This is an optimization exercise on Yosys and OpenROAD, whose aim is small area, not a production implementation.

Setup of job 101:
Design svpwm_top, start of the top module:
module svpwm_top
(
    input  logic       clk,
    input  logic       reset,
    input  svpwm_pkg::sample_t    alpha,
    input  svpwm_pkg::sample_t    beta,
    input  logic       in_valid,
    output logic       in_ready,
    output svpwm_pkg::duty_t      duty_u,
    output svpwm_pkg::duty_t      duty_v,
    output svpwm_pkg::duty_t      duty_w,
    output logic       duty_valid,
    output logic [2:0] gate_hi,
    output logic [2:0] gate_lo
);
    logic [11:0] carrier_count;
    logic        period_start;
    logic        period_next;
    logic [11:0] du, dv, dw;
    logic        duty_write;
    logic        pending_valid;
    logic        active_valid;
    logic        active_load;
    space_vector_modulator u_modulator (
        .clk        (clk),
        .reset      (reset),
        .alpha      (alpha),
        .beta       (beta),
        .in_valid   (in_valid),
        .in_ready   (in_ready),
        .duty_u     (du),
        .duty_v     (dv),
        .duty_w     (dw),
        .duty_valid (duty_valid),
        .duty_write (duty_write)
    );
    assign duty_u = {4'b0, du};
    assign duty_v = {4'b0, dv};
    assign duty_w = {4'b0, dw};
    pwm_carrier u_carrier (
        .clk           (clk),
        .reset         (reset),
  ...
Size: about 91 I/O pins, ~11000 µm² of cells after synthesis.
==> module space_vector_modulator, before the edit <==
module space_vector_modulator
(
    input  logic        clk,
    input  logic        reset,
    input  svpwm_pkg::sample_t alpha,
    input  svpwm_pkg::sample_t beta,
    input  logic        in_valid,
    output logic        in_ready,
    output logic [11:0] duty_u,
    output logic [11:0] duty_v,
    output logic [11:0] duty_w,
    output logic        duty_valid,
    output logic        duty_write
);
    localparam logic [15:0] PERIOD = 16'(3000);
    logic [2:0] st;
    logic [15:0] a_r, b_r;
    logic        f_m, f_small, f_same, f_c, f_e;
    function automatic logic [15:0] radd(input logic [15:0] a, input logic [15:0] b, input logic cin);
        logic c;
        c = cin;
        for (int i = 0; i < 16; i++) begin
            radd[i] = a[i] ^ b[i] ^ c;
            c = (a[i] & b[i]) | (c & (a[i] ^ b[i]));
        end
    endfunction
    function automatic logic [15:0] sra1(input logic [15:0] x);
        sra1 = {x[15], x[15:1]};
    endfunction
    function automatic logic [11:0] clamp_duty(input svpwm_pkg::sample_t x);
        if (x < svpwm_pkg::sample_t'(20)) begin
            clamp_duty = 12'(20);
        end else if (x > svpwm_pkg::sample_t'(2980)) begin
            clamp_duty = 12'(2980);
        end else begin
            clamp_duty = x[11:0];
        end
    endfunction
    assign in_ready   = (st == 3'd0);
    assign duty_write = (st == 3'd6);
    logic m, sa;
    assign m  = f_m;
    assign sa = a_r[15];
    logic [24:0] a9, a137;
    logic [15:0] a_scaled;
    always_comb begin
        logic c;
        logic [24:0] x, y;
        x = {{9{a_r[15]}}, a_r};
        y = {{6{a_r[15]}}, a_r, 3'b0};
        c = 1'b0;
        for (int i = 0; i < 25; i++) begin
            a9[i] = x[i] ^ y[i] ^ c;
            c = (x[i] & y[i]) | (c & (x[i] ^ y[i]));
        end
        y = {{2{a_r[15]}}, a_r, 7'b0};
        c = 1'b0;
        for (int i = 0; i < 25; i++) begin
            a137[i] = a9[i] ^ y[i] ^ c;
            c = (a9[i] & y[i]) | (c & (a9[i] ^ y[i]));
        end
    end
    assign a_scaled = radd({a_r[14:0], 1'b0}, ~a137[24:9], a_r[8:0] == 9'd0);
    logic [15:0] abs_b, pp, qq, vv;
    logic        a_min, b_min, is_small;
    assign abs_b    = radd(b_r ^ {16{m}}, 16'd0, m);
    logic [15:0] t1_n, t2_n;
    assign t1_n     = ~(is_small ? abs_b : sra1(pp));
    assign t2_n     = is_small ? sra1(vv) : ~sra1(qq);
    assign pp       = radd(abs_b, a_r, 1'b0);
    assign qq       = radd(abs_b, ~a_r, 1'b1);
    assign a_min    = (a_r == 16'h8000);
    assign b_min    = m && abs_b[15];
    assign is_small = !a_min && (b_min || (sa ? pp[15] : qq[15]));
    assign vv       = sa ? pp : qq;
    logic [15:0] kk, d_sum, d_car, d_val;
    logic        same, sel_t;
    assign same  = f_same;
    assign sel_t = f_small ? !same : m;
    assign kk    = {f_e, 13'(PERIOD >> 2), f_c ? 2'b01 : 2'b10};
    always_comb begin
        for (int i = 0; i < 16; i++) begin
            d_sum[i] = kk[i] ^ a_r[i] ^ b_r[i];
            d_car[i] = (kk[i] & a_r[i]) | (kk[i] & b_r[i]) | (a_r[i] & b_r[i]);
        end
    end
    assign d_val = radd(d_sum, {d_car[14:0], 1'b0}, 1'b0);
    logic [15:0] zz, ww, xo, yo, ysum;
    logic [11:0] cz, cx, cy;
    logic [1:0] sec;
    assign sec  = f_small ? (f_same ? 2'd1 : 2'd2) : 2'd0;
    assign zz   = sra1(a_r);
    assign ww   = m ? radd(PERIOD, ~zz, 1'b1) : zz;
    assign xo   = radd(~ww, {PERIOD[15:2], m ? {a_r[0], !a_r[0]} : {1'b0, !a_r[0]}}, 1'b0);
    assign ysum = radd(ww, b_r ^ {16{m}}, f_c ^ m);
    assign yo   = {ysum[15] ^ f_e, ysum[14:0]};
    assign cz   = clamp_duty(ww);
    assign cx   = clamp_duty(xo);
    assign cy   = clamp_duty(yo);
    always_ff @(posedge clk) begin
        if (in_ready) begin
            a_r <= alpha;
            b_r <= beta;
            f_m <= beta[15];
        end else if (st == 3'd1) begin
            a_r <= a_scaled;
        end else if (st == 3'd2) begin
            a_r     <= t1_n;
            b_r     <= t2_n;
            f_small <= is_small;
            f_same  <= (sa == m);
            f_c     <= is_small && !vv[0];
            f_e     <= is_small && (vv == 16'h8000);
        end else if (st == 3'd3) begin
            a_r <= d_val;
            b_r <= ~(sel_t ? b_r : a_r);
            f_c <= sel_t && f_c;
            f_e <= sel_t && f_e;
        end
        if (duty_write) begin
            case (sec)
                2'd0:    begin duty_u <= cy; duty_v <= cx; duty_w <= cz; end
                2'd1:    begin duty_u <= cx; duty_v <= cy; duty_w <= cz; end
                default: begin duty_u <= cz; duty_v <= cx; duty_w <= cy; end
            endcase
        end
    end
    always_ff @(posedge clk or posedge reset) begin
        if (reset) begin
            st         <= 3'd7;
            duty_valid <= 1'b0;
        end else begin
            duty_valid <= duty_write;
            if (st == 3'd0) begin
                st <= in_valid ? 3'd1 : 3'd0;
            end else if (st == 3'd6 || st == 3'd7) begin
                st <= 3'd0;
            end else begin
                st <= st + 3'd1;
            end
        end
    end
endmodule
clock: 10.0 ns
lec_check: 0
abc_area: 1
cap_margin: 20
core_margin: 2
core_utilization: 40
cts_cluster_diameter: 120
cts_cluster_size: 24
slew_margin: 20
standard.sh (not shown) runs the stock make flow with config.mk's settings and CLKGATE_MAP_FILE= SYNTH_SCRIPT=/design/flow/synth_recipe.tcl, a recipe that flattens the netlist after the stock synthesis.
==> flow/flow/run.sh <==
#!/bin/bash
# Standard ORFS layout with two changes: an area-oriented ABC mapping script
# (flow/abc_area.script, used through ABC_AREA=1) and single-drive port buffers.
set -euo pipefail
here=$(pwd)
rm -rf "$here/scripts"
cp -r "$FLOW_HOME/scripts" "$here/scripts"
cp "$here/flow/abc_area.script" "$here/scripts/abc_area.script"
bash standard.sh "SCRIPTS_DIR=$here/scripts" \
    "BUFFER_PORTS_ARGS=-buffer_cell sky130_fd_sc_hd__buf_1" finish > "$here/flow_make.log" 2>&1
==> flow/flow/abc_area.script <==
&get -n
&st
&deepsyn -T 20
&dch -f
&nf -a
&put
topo
stime -c
Job 101 ran to completion and came out clean on the timing, DRC and antenna checks.
diff inputs: job 101 => job 102
-- flow/design.v --
<<< job 101, line 21
    logic [2:0] st;
    logic [15:0] a_r, b_r;
    logic        f_m, f_small, f_same, f_c, f_e;
    function automatic logic [15:0] radd(input logic [15:0] a, input logic [15:0] b, input logic cin);
        logic c;
>>> job 102, line 21
    logic [2:0] st;
    logic [15:0] a_r, b_r;
    logic        f_m, f_small, f_same, f_p, f_c, f_e;
    function automatic logic [15:0] radd(input logic [15:0] a, input logic [15:0] b, input logic cin);
        logic c;
<<< job 101, line 67
    end
    assign a_scaled = radd({a_r[14:0], 1'b0}, ~a137[24:9], a_r[8:0] == 9'd0);
    logic [15:0] abs_b, pp, qq, vv;
    logic        a_min, b_min, is_small;
    assign abs_b    = radd(b_r ^ {16{m}}, 16'd0, m);
    logic [15:0] t1_n, t2_n;
    assign t1_n     = ~(is_small ? abs_b : sra1(pp));
    assign t2_n     = is_small ? sra1(vv) : ~sra1(qq);
    assign pp       = radd(abs_b, a_r, 1'b0);
    assign qq       = radd(abs_b, ~a_r, 1'b1);
>>> job 102, line 67
    end
    assign a_scaled = radd({a_r[14:0], 1'b0}, ~a137[24:9], a_r[8:0] == 9'd0);
    logic [15:0] abs_b, pp, qq, vv, other, hh, s_half, t_raw;
    logic        a_min, b_min, is_small, same;
    assign abs_b    = radd(b_r ^ {16{m}}, 16'd0, m);
    assign pp       = radd(abs_b, a_r, 1'b0);
    assign qq       = radd(abs_b, ~a_r, 1'b1);
<<< job 101, line 78
    assign b_min    = m && abs_b[15];
    assign is_small = !a_min && (b_min || (sa ? pp[15] : qq[15]));
    assign vv       = sa ? pp : qq;
    logic [15:0] kk, d_sum, d_car, d_val;
    logic        same, sel_t;
    assign same  = f_same;
    assign sel_t = f_small ? !same : m;
    assign kk    = {f_e, 13'(PERIOD >> 2), f_c ? 2'b01 : 2'b10};
    always_comb begin
        for (int i = 0; i < 16; i++) begin
            d_sum[i] = kk[i] ^ a_r[i] ^ b_r[i];
            d_car[i] = (kk[i] & a_r[i]) | (kk[i] & b_r[i]) | (a_r[i] & b_r[i]);
        end
    end
    assign d_val = radd(d_sum, {d_car[14:0], 1'b0}, 1'b0);
    logic [15:0] zz, ww, xo, yo, ysum;
    logic [11:0] cz, cx, cy;
    logic [1:0] sec;
    assign sec  = f_small ? (f_same ? 2'd1 : 2'd2) : 2'd0;
    assign zz   = sra1(a_r);
    assign ww   = m ? radd(PERIOD, ~zz, 1'b1) : zz;
    assign xo   = radd(~ww, {PERIOD[15:2], m ? {a_r[0], !a_r[0]} : {1'b0, !a_r[0]}}, 1'b0);
    assign ysum = radd(ww, b_r ^ {16{m}}, f_c ^ m);
    assign yo   = {ysum[15] ^ f_e, ysum[14:0]};
    assign cz   = clamp_duty(ww);
>>> job 102, line 75
    assign b_min    = m && abs_b[15];
    assign is_small = !a_min && (b_min || (sa ? pp[15] : qq[15]));
    assign same     = (sa == m);
    assign vv       = sa ? pp : qq;
    assign other    = sa ? qq : pp;
    assign hh       = {(pp[15] & qq[15]) | (pp[15] & abs_b[14]) | (qq[15] & abs_b[14]), abs_b[14:0]};
    assign s_half   = is_small ? {1'b0, other[15:1]} : hh;
    always_comb begin
        if (is_small) begin
            t_raw = same ? abs_b : ~sra1(vv);
        end else begin
            t_raw = m ? sra1(qq) : sra1(pp);
        end
    end
    logic [15:0] d_val;
    assign d_val = radd(~a_r, {PERIOD[15:1], 1'b1}, f_p);
    logic [15:0] zz, ww, xo, yo, ysum;
    logic [11:0] cz, cx, cy;
    logic [1:0] sec;
    assign sec  = f_small ? (f_same ? 2'd1 : 2'd2) : 2'd0;
    assign zz   = sra1(d_val);
    assign ww   = m ? radd(PERIOD, ~zz, 1'b1) : zz;
    assign xo   = radd(~ww, {PERIOD[15:2], m ? {d_val[0], !d_val[0]} : {1'b0, !d_val[0]}}, 1'b0);
    assign ysum = radd(ww, ~b_r ^ {16{m}}, f_c ^ m);
    assign yo   = {ysum[15] ^ f_e, ysum[14:0]};
    assign cz   = clamp_duty(ww);
<<< job 101, line 111
            a_r <= a_scaled;
        end else if (st == 3'd2) begin
            a_r     <= t1_n;
            b_r     <= t2_n;
            f_small <= is_small;
            f_same  <= (sa == m);
            f_c     <= is_small && !vv[0];
            f_e     <= is_small && (vv == 16'h8000);
        end else if (st == 3'd3) begin
            a_r <= d_val;
            b_r <= ~(sel_t ? b_r : a_r);
            f_c <= sel_t && f_c;
            f_e <= sel_t && f_e;
        end
        if (duty_write) begin
>>> job 102, line 109
            a_r <= a_scaled;
        end else if (st == 3'd2) begin
            a_r     <= s_half;
            b_r     <= ~t_raw;
            f_small <= is_small;
            f_same  <= same;
            f_p     <= !is_small && pp[0];
            f_c     <= is_small && !same && !vv[0];
            f_e     <= is_small && !same && (vv == 16'h8000);
        end
        if (duty_write) begin
### Flow results
- The part of the cycle the worst path needs number comes out higher for job 102 vs job 101.
- Compared to job 101, job 102 has non-clock buffer count 5.6% lower.
- Job 102 vs job 101, timing startpoint of the critical path: u_modulator.a_r[4] vs u_modulator.a_r[1]
- Cell area after placement (lower): job 102
- Compared with job 101, job 102 shows count of flip-flops and latches higher by 1.
- Compared with job 101, job 102 shows layout clock buffer count higher by 1.
- | global-route wire length before repair | higher: job 101 |
Function was not checked in any run of this note: the RTL went through the layout flow alone.

## separate check: timing with driven ports
In the flow no input, the clock included, has a driving cell. The finished layouts below were timed again as built, in two steps. Step 1, drivers: a clkbuf_16 drives clk and a buf_2 each remaining input, both assumed. Step 2 times the ports against the registers' clock, not the clock port: input delays grow and output delays shrink by t, the midpoint of the rising clock arrivals with the driver on. a / b / c = ideal ports / drivers / drivers and shift; a / b = the first two.
| run | shift t [ns] | slack for setup (ns) | slew at the worst register clock pin (ns) | worst data-port slew with drivers (ns) |
|---|---|---|---|---|
| job 101 | 0.484 | 0.420 / 0.420 / 0.420 | 0.07 / 0.07 | 0.05 |
| job 102 | 0.475 | 0.403 / 0.403 / 0.403 | 0.08 / 0.08 | 0.06 |
After both steps setup and hold are still met in every run listed.
